This is an optimization exercise on Yosys and OpenROAD, whose aim is small area and a short achievable clock period, not a production implementation.
Where RTL was checked, it was by simulation tests only, not by an equivalence proof against the original.
Power figures rest on the tool's default switching activity, not on a simulated workload.

// frame_tx_top
module frame_tx_top (
	input  logic        clk,
	input  logic        rst_n,
	input  logic        start,
	input  logic [47:0]   mac_dst_addr,
	input  logic [47:0]   mac_src_addr,
	input  logic [7:0]  ip_dsf,
	input  logic [15:0]       ip_id,
	input  logic [2:0]  ip_flags,
	input  logic [12:0] ip_frag_offset,
	input  logic [7:0]  ip_ttl,
	input  logic [31:0]    ip_src_addr,
	input  logic [31:0]    ip_dst_addr,
	input  logic [15:0]       tcp_src_port,
	input  logic [15:0]       tcp_dst_port,
	input  logic [31:0]    tcp_seq_num,
	input  logic [31:0]    tcp_ack_num,
	input  logic [5:0]  tcp_flags,
	input  logic [15:0]       tcp_window,
	input  logic [15:0]       tcp_urgent_ptr,
	input  logic [15:0]        payload_len,
	input  logic [15:0]       payload_sum,
	output logic [31:0]       data_out,
	output logic [1:0]         be_out,
	output logic        data_out_rdy,
	input  logic        data_out_rd,
	output logic        sop,
	output logic        eop,
	input  logic [31:0]       data_in,
	output logic        data_in_rd,
	output logic        busy
);
Size in the first run: roughly 1,200 cells after synthesis, ~410 flip-flops, roughly 450 I/O pins, about 18,000 um^2 of cells after synthesis.
Settings: LEC_CHECK=0, CAP_MARGIN=20, CORE_MARGIN=2, CORE_UTILIZATION=50, PLACE_DENSITY=0.7, SLEW_MARGIN=20, SYNTH_HIERARCHICAL=1; clock period 10.0 ns.
standard.sh (not shown) runs the stock make flow with config.mk's settings and CLKGATE_MAP_FILE= SYNTH_SCRIPT=/design/flow/synth_recipe.tcl, a recipe that flattens the netlist after the stock synthesis.
==> flow/flow/run.sh <==
#!/bin/bash
set -euo pipefail
export BUFFER_PORTS_ARGS="-buffer_cell sky130_fd_sc_hd__buf_1"
export SETUP_SLACK_MARGIN=5.5
export CTS_ARGS="-sink_clustering_enable -repair_clock_nets -buf_list sky130_fd_sc_hd__clkbuf_16 -sink_clustering_size 30 -sink_clustering_max_diameter 120"
bash standard.sh > standard_flow.log 2>&1
The starting point passed the timing, design-rule and antenna checks.
Change:
==> flow/flow/run.sh (replaced) <==
#!/bin/bash
set -euo pipefail
export BUFFER_PORTS_ARGS="-buffer_cell sky130_fd_sc_hd__buf_1"
export SETUP_SLACK_MARGIN=5.65
export CTS_ARGS="-sink_clustering_enable -repair_clock_nets -buf_list sky130_fd_sc_hd__clkbuf_16 -sink_clustering_size 30 -sink_clustering_max_diameter 120"
bash standard.sh > standard_flow.log 2>&1
What happened: Cell area rises by 2.9%; total power hardly moves; core utilization rises by 1.7 points; clock power falls by 3.3%; sequential cell count stays the same; wire length rises by 1.9%; combinational power rises by 7.4%.
Change:
==> flow/flow/run.sh (replaced) <==
#!/bin/bash
set -euo pipefail
export BUFFER_PORTS_ARGS="-buffer_cell sky130_fd_sc_hd__buf_1"
export SETUP_SLACK_MARGIN=5.5
export CTS_ARGS="-sink_clustering_enable -repair_clock_nets -buf_list sky130_fd_sc_hd__clkbuf_16 -sink_clustering_size 25 -sink_clustering_max_diameter 100"
bash standard.sh > standard_flow.log 2>&1
The changed run completed with no timing, DRC or antenna violations.
Worst setup slack is better by 0.063 ns.
Synthesized cell count does not change.
Clock power grows by 11%.
Cell area shrinks by 2.5%.
Non-clock buffer count shrinks by 29.
Synthesized area does not change.
Final cell count shrinks by about 1%.
Sequential share of layout area grows by 1.4 points.

========
Another version of the RTL of frame_tx_top (not shown whole).
Size in the first run: about 390 flip-flops, about 450 I/O pins, ~19000 sq um of cells after synthesis.
==> flow/design.v (excerpt) <==
module frame_tx_top (
	input  logic        clk,
	input  logic        rst_n,
	input  logic        start,
	input  logic [47:0]   mac_dst_addr,
	input  logic [47:0]   mac_src_addr,
	input  logic [7:0]  ip_dsf,
	input  logic [15:0]       ip_id,
	input  logic [2:0]  ip_flags,
	input  logic [12:0] ip_frag_offset,
	input  logic [7:0]  ip_ttl,
	input  logic [31:0]    ip_src_addr,
	input  logic [31:0]    ip_dst_addr,
	input  logic [15:0]       tcp_src_port,
	input  logic [15:0]       tcp_dst_port,
	input  logic [31:0]    tcp_seq_num,
	input  logic [31:0]    tcp_ack_num,
	input  logic [5:0]  tcp_flags,
	input  logic [15:0]       tcp_window,
	input  logic [15:0]       tcp_urgent_ptr,
	input  logic [15:0]        payload_len,
	input  logic [15:0]       payload_sum,
	output logic [31:0]       data_out,
	output logic [1:0]         be_out,
	output logic        data_out_rdy,
	input  logic        data_out_rd,
	output logic        sop,
	output logic        eop,
	input  logic [31:0]       data_in,
  ...
clock: 10.0 ns
lec_check: 0
abc_area: 1
cap_margin: 20
core_margin: 2
core_utilization: 50
place_density: 0.7
slew_margin: 20
synth_hierarchical: 1
==> flow/flow/run.sh <==
#!/bin/bash
set -euo pipefail
export BUFFER_PORTS_ARGS="-buffer_cell sky130_fd_sc_hd__buf_1"
export SETUP_SLACK_MARGIN=5.5
export CTS_ARGS="-sink_clustering_enable -repair_clock_nets -buf_list sky130_fd_sc_hd__clkbuf_16 -sink_clustering_size 25 -sink_clustering_max_diameter 100"
bash standard.sh > standard_flow.log 2>&1
The first run finished with timing, DRC and antenna clean.
Change:
- ABC_AREA: 1 -> not set
- CORE_UTILIZATION: 50 -> 45
- PLACE_DENSITY: 0.7 -> 0.65
=>
- The new run ran to the end with no violations
- routed wire length goes down by a little under a tenth
- area after synthesis goes down by a little under a tenth
- first-iteration DRC count rose by well over a third
- clock power fell by a few percent
- clock skew shrinks by 0.0075 ns
- die area rose by a few percent
Change:
==> flow/flow/run.sh (replaced) <==
#!/bin/bash
set -euo pipefail
export BUFFER_PORTS_ARGS="-buffer_cell sky130_fd_sc_hd__buf_1"
export SETUP_SLACK_MARGIN=5.6
export CTS_ARGS="-sink_clustering_enable -repair_clock_nets -buf_list sky130_fd_sc_hd__clkbuf_16 -sink_clustering_size 25 -sink_clustering_max_diameter 100"
bash standard.sh > standard_flow.log 2>&1
- CORE_UTILIZATION: 45 -> 40
- PLACE_DENSITY: 0.65 -> not set
The changed run ran to the end with no violations.
Die area climbs by 12%.
Worst setup slack is better by 0.052 ns.
Cell count rises by 3.6%.
Cell area rises by about 1.7%.
Combinational power is higher by about 3%.
Change:
- CORE_UTILIZATION: 40 -> 45
- GPL_ROUTABILITY_DRIVEN: not set -> 0
- PLACE_DENSITY: not set -> 0.65
Effect:
- clock-buffer cell count goes down by 1
- final area goes down slightly
- via count barely changes
Change:
==> flow/flow/run.sh (replaced) <==
#!/bin/bash
set -euo pipefail
export BUFFER_PORTS_ARGS="-buffer_cell sky130_fd_sc_hd__buf_1"
export SETUP_SLACK_MARGIN=5.8
export CTS_ARGS="-sink_clustering_enable -repair_clock_nets -buf_list sky130_fd_sc_hd__clkbuf_16 -sink_clustering_size 25 -sink_clustering_max_diameter 100"
bash standard.sh > standard_flow.log 2>&1
- GPL_ROUTABILITY_DRIVEN: 0 -> not set
What happened: Design area came out higher by 3.2%; routed wire length grows by 6.5%; die area stays the same.

========
## run G
Starting RTL as in the previous note.
clock: 10.0 ns
lec_check: 0
cap_margin: 20
core_margin: 2
core_utilization: 45
place_density: 0.65
slew_margin: 20
synth_hierarchical: 1
==> flow/flow/run.sh <==
#!/bin/bash
set -euo pipefail
export BUFFER_PORTS_ARGS="-buffer_cell sky130_fd_sc_hd__buf_1"
export SETUP_SLACK_MARGIN=5.7
export CTS_ARGS="-sink_clustering_enable -repair_clock_nets -buf_list sky130_fd_sc_hd__clkbuf_16 -sink_clustering_size 25 -sink_clustering_max_diameter 100"
bash standard.sh > standard_flow.log 2>&1
Run G completed end to end with timing, DRC and antenna clean.
Modified inputs, run H compared to run G
- PLACE_DENSITY now 0.6, was 0.65
--- a/flow/flow/run.sh
+++ b/flow/flow/run.sh
@@ -4 +4 @@
-export SETUP_SLACK_MARGIN=5.7
+export SETUP_SLACK_MARGIN=5.6
==> comparison <==
Run H has completed all stages; timing, DRC and antenna checks passed. Max worst hold slack across run H and run G: run H. The minimum clock period after layout of run H was inferior to that of run G. Changes observed in run H relative to run G: maximum fanout along the worst path grew by 3, maximum number of pins on one net before global-route repair -15, number of non-clock buffers down 5. Across both runs, post-placement worst setup slack was lower for run H than for run G. Final area: run H vs run G down about 1.2%. The global-route track usage on met2 of run H is higher than that of run G.

========
Another version of the RTL of frame_tx_top (not shown whole).
Size: roughly 17000 um2 of cells after synthesis.
==> flow/config.mk <==
export PLATFORM = sky130hd
export DESIGN_NAME = frame_tx_top
export DESIGN_NICKNAME = frame_tx_top
export VERILOG_FILES = /design/flow/design.v
export SDC_FILE = /design/flow/constraint.sdc
export NUM_CORES = 4
export LEC_CHECK = 0
export CAP_MARGIN = 20
export CORE_MARGIN = 2
export CORE_UTILIZATION = 60
export PLACE_DENSITY = 0.8
export SLEW_MARGIN = 20
export SYNTH_HIERARCHICAL = 1
==> flow/constraint.sdc <==
create_clock -name core_clock -period 10.0 [get_ports {clk}]
set_input_delay 2.0000 -clock core_clock [delete_from_list [all_inputs] [get_ports {clk}]]
set_output_delay 2.0000 -clock core_clock [all_outputs]
set_load 0.01 [all_outputs]
==> flow/flow/run.sh <==
#!/bin/bash
set -euo pipefail
export BUFFER_PORTS_ARGS="-buffer_cell sky130_fd_sc_hd__buf_1"
export SETUP_SLACK_MARGIN=5.5
export CTS_ARGS="-sink_clustering_enable -repair_clock_nets -buf_list sky130_fd_sc_hd__clkbuf_16 -sink_clustering_size 25 -sink_clustering_max_diameter 100"
bash standard.sh > standard_flow.log 2>&1
The first run completed without violations.
Then changed:
--- a/flow/config.mk
+++ b/flow/config.mk
@@ -10,2 +10 @@
-export CORE_UTILIZATION = 60
-export PLACE_DENSITY = 0.8
+export CORE_UTILIZATION = 40
What happened: Cell area goes up by 1.5%; first-iteration DRC count goes down by 18%; worst setup slack improved by 0.078 ns; total power goes up by 3.4%; routed wire length goes up by 7.9%; clock-buffer cell count goes up by 2; area after synthesis does not change; combinational power goes up by about 0.9%.

========
Another version of the RTL of frame_tx_top (not shown whole).
Size in the first run: about 400 flip-flops, roughly 19000 µm² of cells after synthesis.
export LEC_CHECK = 0
export CAP_MARGIN = 20
export CORE_MARGIN = 2
export CORE_UTILIZATION = 40
export SETUP_SLACK_MARGIN = 5
export SLEW_MARGIN = 20
create_clock -name core_clock -period 10.0 [get_ports {clk}]
run.sh (not shown) runs the stock make flow with config.mk's settings and CLKGATE_MAP_FILE= SYNTH_SCRIPT=/design/flow/synth_recipe.tcl, a recipe that flattens the netlist after the stock synthesis.
Stock flow here: none of the scripts above is used.
Change:
==> flow/flow/run.sh (new file) <==
#!/bin/bash
# Standard layout, with the port buffers made from the smallest buffer cell.
set -euo pipefail
export BUFFER_PORTS_ARGS="-buffer_cell sky130_fd_sc_hd__buf_1"
bash standard.sh > standard_flow.log 2>&1
==> flow/standard.sh (new file) <==
#!/bin/bash
# synth_recipe.tcl (not shown) runs the flow's synth.tcl, then flattens the netlist and writes it again
# the make line also repeats each setting of config.mk as NAME=value (left out here)
make -C /OpenROAD-flow-scripts/flow DESIGN_CONFIG=/design/flow/config.mk WORK_HOME=/design/flow/orfs CLKGATE_MAP_FILE= SYNTH_SCRIPT=/design/flow/synth_recipe.tcl "${@:-finish}"
removed: flow/run.sh
Outcome:
- final cell count went down by 2.6%
- design area decreases by 13%
- synthesized area does not change
- global-route usage falls by 1.9 points
- routed wire length drops by 6.2%
- die area does not change
Function was not checked in any run of this note: the RTL went through the layout flow alone.

========
frame_tx_top with an RTL version that a note above also has.
For scale: about 1200 cells after synthesis, roughly 390 flip-flops, ~450 I/O pins.
Settings: LEC_CHECK=0, CAP_MARGIN=20, CORE_MARGIN=2, CORE_UTILIZATION=45, PLACE_DENSITY=0.65, SLEW_MARGIN=20, SYNTH_HIERARCHICAL=1; clock period 10.0 ns.
standard.sh (not shown) runs the stock make flow with config.mk's settings and CLKGATE_MAP_FILE= SYNTH_SCRIPT=/design/flow/synth_recipe.tcl, a recipe that flattens the netlist after the stock synthesis.
==> flow/flow/run.sh <==
#!/bin/bash
set -euo pipefail
export BUFFER_PORTS_ARGS="-buffer_cell sky130_fd_sc_hd__buf_1"
export SETUP_SLACK_MARGIN=5.5
export CTS_ARGS="-sink_clustering_enable -repair_clock_nets -buf_list sky130_fd_sc_hd__clkbuf_16 -sink_clustering_size 28 -sink_clustering_max_diameter 110"
bash standard.sh > standard_flow.log 2>&1
Rerun with:
==> flow/flow/run.sh (replaced) <==
#!/bin/bash
set -euo pipefail
export BUFFER_PORTS_ARGS="-buffer_cell sky130_fd_sc_hd__buf_1"
export SETUP_SLACK_MARGIN=5.6
export CTS_ARGS="-sink_clustering_enable -repair_clock_nets -buf_list sky130_fd_sc_hd__clkbuf_16 -sink_clustering_size 25 -sink_clustering_max_diameter 100"
bash standard.sh > standard_flow.log 2>&1
- CORE_UTILIZATION: 45 -> 50
- PLACE_DENSITY: 0.65 -> 0.75
What happened: The new run ran to the end with no violations. Cell area is higher by about 0.35%. Fmax is higher by about 1%. Utilization is higher by 6.3 points. Hold slack loses 0.036 ns. Critical path depth is lower by 4. Synthesized cell count is unchanged. Clock power is lower by about 3%. Power is lower by 0.72%.
Rerun with:
==> flow/flow/run.sh (replaced) <==
#!/bin/bash
set -euo pipefail
export BUFFER_PORTS_ARGS="-buffer_cell sky130_fd_sc_hd__buf_1"
export SETUP_SLACK_MARGIN=5.5
export CTS_ARGS="-sink_clustering_enable -repair_clock_nets -buf_list sky130_fd_sc_hd__clkbuf_16 -sink_clustering_size 25 -sink_clustering_max_diameter 100"
bash standard.sh > standard_flow.log 2>&1
- CORE_UTILIZATION: 50 -> 40
- PLACE_DENSITY: 0.75 -> default
- The changed run completed without violations
- clock-buffer cell count goes up by 1
- final area goes up by 0.54%
- utilization goes down by 11 points
Rerun with:
==> flow/flow/run.sh (replaced) <==
#!/bin/bash
set -euo pipefail
export BUFFER_PORTS_ARGS="-buffer_cell sky130_fd_sc_hd__buf_1"
export SETUP_SLACK_MARGIN=5.55
export CTS_ARGS="-sink_clustering_enable -repair_clock_nets -buf_list sky130_fd_sc_hd__clkbuf_16 -sink_clustering_size 25 -sink_clustering_max_diameter 100"
bash standard.sh > standard_flow.log 2>&1
- CORE_UTILIZATION: 40 -> 45
- PLACE_DENSITY: default -> 0.65
- synthesized area is unchanged
- wire length decreases by 3.5%
- global-route usage increases by 2.2 points

========
Setup of run A:
Another version of the RTL of frame_tx_top (not shown whole).
For scale: ~1,500 cells after synthesis, ~450 I/O pins.
Settings: LEC_CHECK=0, CAP_MARGIN=20, CORE_MARGIN=2, CORE_UTILIZATION=40, SETUP_SLACK_MARGIN=5, SLEW_MARGIN=20; clock period 10.0 ns.
==> flow/flow/run.sh <==
#!/bin/bash
# Standard layout (standard.sh), with the port buffers made from the smallest
# buffer cell and larger clock-tree leaf clusters.
set -euo pipefail
export BUFFER_PORTS_ARGS="-buffer_cell sky130_fd_sc_hd__buf_1"
export CTS_ARGS="-sink_clustering_enable -repair_clock_nets -buf_list sky130_fd_sc_hd__clkbuf_8 -sink_clustering_size 14 -sink_clustering_max_diameter 60"
bash standard.sh > standard_flow.log 2>&1
Run A: no failed stages, no open violations at the end
Input changes introduced in run B (baseline for comparison: run A):
==> flow/flow/run.sh <==
#!/bin/bash
# Standard layout (standard.sh), with the port buffers made from the smallest
# buffer cell and larger clock-tree leaf clusters.
set -euo pipefail
export BUFFER_PORTS_ARGS="-buffer_cell sky130_fd_sc_hd__buf_1"
export CTS_ARGS="-sink_clustering_enable -repair_clock_nets -buf_list sky130_fd_sc_hd__clkbuf_16 -sink_clustering_size 25 -sink_clustering_max_diameter 100"
bash standard.sh > standard_flow.log 2>&1
diff --git a/flow/config.mk b/flow/config.mk
--- a/flow/config.mk
+++ b/flow/config.mk
@@ -8,5 +8,5 @@
 export CAP_MARGIN = 20
 export CORE_MARGIN = 2
-export CORE_UTILIZATION = 40
+export CORE_UTILIZATION = 60
 export SETUP_SLACK_MARGIN = 5
 export SLEW_MARGIN = 20
Findings:
- Relative to run A, total global routing track utilization increased by 8.5 points in run B.
- Critical path's largest stage delay is higher on run B
- The final reports for run B and run A show via count higher in the former.
- Run B: initial DRC count is about 40% higher than what run A reported.
- Count of clock buffers in the final design went down by more than half going from run A to run B.
- Of run A and run B, the higher fraction of area in multi-input gates belongs to run B.
- [compare] base=run A new=run B: arrival time of the worst setup path shrank by 0.10 ns, met2 wire length shrank by 3600 um, switching power share of the total shrank by 1.2 points.
- Sequential cell count of the final layout came out exactly the same in run A and run B.
- Run B vs. run A: core utilization went up by 23 points.
- Of the two values seen for launch point of the worst path, u_seq.hdr_sel[1] was produced by run A and u_seq.hdr_sel[4] by run B.
Here is what was changed in the inputs of run C compared with run B.
diff --git a/flow/config.mk b/flow/config.mk
--- a/flow/config.mk
+++ b/flow/config.mk
@@ -8,5 +8,5 @@
 export CAP_MARGIN = 20
 export CORE_MARGIN = 2
-export CORE_UTILIZATION = 60
+export CORE_UTILIZATION = 40
 export SETUP_SLACK_MARGIN = 5
 export SLEW_MARGIN = 20
==> comparison <==
- Every run (run B and run C) finished clean.
- Cmp run C vs run B: clock network power higher in run C
- Run C vs. run B: flip-flop and latch power now sits at about the same level, hold slack now sits at about the same level.
- met1 global-route usage for run C: 15 points down relative to run B
- Run C vs. run B: starting density of the core went down by 21 points.
- Post-route cell area: run C > run B
> inputs changed (run C -> run D)
diff --git a/flow/flow/run.sh b/flow/flow/run.sh
--- a/flow/flow/run.sh
+++ b/flow/flow/run.sh
@@ -4,4 +4,5 @@
 set -euo pipefail
 export BUFFER_PORTS_ARGS="-buffer_cell sky130_fd_sc_hd__buf_1"
+export SETUP_SLACK_MARGIN=5.45
 export CTS_ARGS="-sink_clustering_enable -repair_clock_nets -buf_list sky130_fd_sc_hd__clkbuf_16 -sink_clustering_size 25 -sink_clustering_max_diameter 100"
 bash standard.sh > standard_flow.log 2>&1
diff --git a/flow/config.mk b/flow/config.mk
--- a/flow/config.mk
+++ b/flow/config.mk
@@ -9,4 +9,3 @@
 export CORE_MARGIN = 2
 export CORE_UTILIZATION = 40
-export SETUP_SLACK_MARGIN = 5
 export SLEW_MARGIN = 20
- All of run D and run C finish clean.
- Taking run C as the reference, in run D effective utilization at floorplan held; count of multi-input gates saw little to no change; non-clock buffer count higher; minimum hold slack now sits higher; net switching power shows an increase of about 4%.
- Against run C, number of design-rule violations left by the first detailed-router iteration in run D came out worse.
- Per the comparison of run D with run C, cell count up 61; final non-filler cell area up 6.7%.
The inputs of run E differ from those of run D as listed below.
diff --git a/flow/flow/run.sh b/flow/flow/run.sh
--- a/flow/flow/run.sh
+++ b/flow/flow/run.sh
@@ -4,5 +4,4 @@
 set -euo pipefail
 export BUFFER_PORTS_ARGS="-buffer_cell sky130_fd_sc_hd__buf_1"
-export SETUP_SLACK_MARGIN=5.45
 export CTS_ARGS="-sink_clustering_enable -repair_clock_nets -buf_list sky130_fd_sc_hd__clkbuf_16 -sink_clustering_size 25 -sink_clustering_max_diameter 100"
 bash standard.sh > standard_flow.log 2>&1
diff --git a/flow/config.mk b/flow/config.mk
--- a/flow/config.mk
+++ b/flow/config.mk
@@ -8,4 +8,6 @@
 export CAP_MARGIN = 20
 export CORE_MARGIN = 2
-export CORE_UTILIZATION = 40
+export CORE_UTILIZATION = 50
+export PLACE_DENSITY = 0.7
+export SETUP_SLACK_MARGIN = 5
 export SLEW_MARGIN = 20
Findings:
Average wire length per cell after detail routing (lower): run E
Summary of run E over run D: global-route usage higher; worst-case vdd ir drop lower; wire length of the first global-routing pass lower.

[what the ideal ports hide]
The flow's constraints put no driver on any port. The routed layouts listed below were extracted and timed again, unchanged, in two steps. Step 1 sets driving cells, clkbuf_16 on the clock port and buf_2 on the other inputs (assumed; they add their load-dependent delay and slew). Step 2 moves the port delays by t, midway between the first and last clock arrival at a register: inputs arrive t later, outputs are due t later. That takes back most of the time a late clock gives input paths. Three values: ideal ports, drivers, drivers and shift; two values: the first two.
run	t (ns)	setup slack, ns	hold WS [ns]	clock arrival spread, ns	pins driven straight from the clock port
the first run of note 1	0.594	5.460 / 5.407 / 5.534	0.525 / 0.525 / 0.525	0.028 / 0.028	1
the second run of note 1	0.590	5.449 / 5.392 / 5.598	0.525 / 0.525 / 0.525	0.023 / 0.024	1
the third run of note 1	0.593	5.512 / 5.457 / 5.531	0.518 / 0.518 / 0.518	0.028 / 0.028	1
the first run of note 2	0.611	5.579 / 5.556 / 5.131	0.559 / 0.559 / 0.559	0.027 / 0.027	1
the second run of note 2	0.593	5.558 / 5.512 / 5.412	0.560 / 0.560 / 0.560	0.019 / 0.019	1
the third run of note 2	0.603	5.609 / 5.577 / 5.410	0.489 / 0.489 / 0.489	0.021 / 0.021	1
the fourth run of note 2	0.599	5.561 / 5.506 / 5.307	0.533 / 0.533 / 0.533	0.024 / 0.024	1
the fifth run of note 2	0.599	5.635 / 5.603 / 5.603	0.566 / 0.566 / 0.566	0.026 / 0.027	1
run G	0.595	5.637 / 5.603 / 5.603	0.548 / 0.548 / 0.548	0.020 / 0.021	1
run H	0.595	5.605 / 5.553 / 5.348	0.593 / 0.593 / 0.593	0.023 / 0.023	1
the first run of note 4	0.589	5.463 / 5.412 / 5.124	0.534 / 0.534 / 0.534	0.019 / 0.019	1
the second run of note 4	0.599	5.542 / 5.487 / 5.210	0.532 / 0.532 / 0.532	0.025 / 0.025	1
the first run of note 5	0.651	4.776 / 4.776 / 4.776	0.460 / 0.460 / 0.460	0.013 / 0.013	1
the second run of note 5	0.633	4.837 / 4.783 / 4.857	0.475 / 0.475 / 0.475	0.029 / 0.029	1
the first run of note 6	0.585	5.557 / 5.503 / 5.407	0.554 / 0.554 / 0.554	0.029 / 0.029	1
the second run of note 6	0.587	5.603 / 5.552 / 5.412	0.519 / 0.519 / 0.519	0.025 / 0.026	1
the third run of note 6	0.605	5.529 / 5.503 / 5.412	0.488 / 0.488 / 0.488	0.023 / 0.023	1
the fourth run of note 6	0.593	5.560 / 5.532 / 5.384	0.552 / 0.552 / 0.552	0.022 / 0.021	1
run A	0.683	5.096 / 5.087 / 4.893	0.495 / 0.495 / 0.495	0.043 / 0.043	1
run B	0.609	5.107 / 5.107 / 5.107	0.498 / 0.498 / 0.498	0.026 / 0.027	1
run C	0.621	5.112 / 5.112 / 4.893	0.495 / 0.495 / 0.495	0.023 / 0.022	1
run D	0.629	5.195 / 5.135 / 5.250	0.500 / 0.500 / 0.500	0.035 / 0.034	1
run E	0.599	5.141 / 5.141 / 5.141	0.496 / 0.496 / 0.496	0.036 / 0.035	1
After both steps setup and hold are still met in every run listed. For the first run of note 2, which loses most, drivers alone change the setup slack by -0.023 ns; drivers and shift together by -0.448 ns.
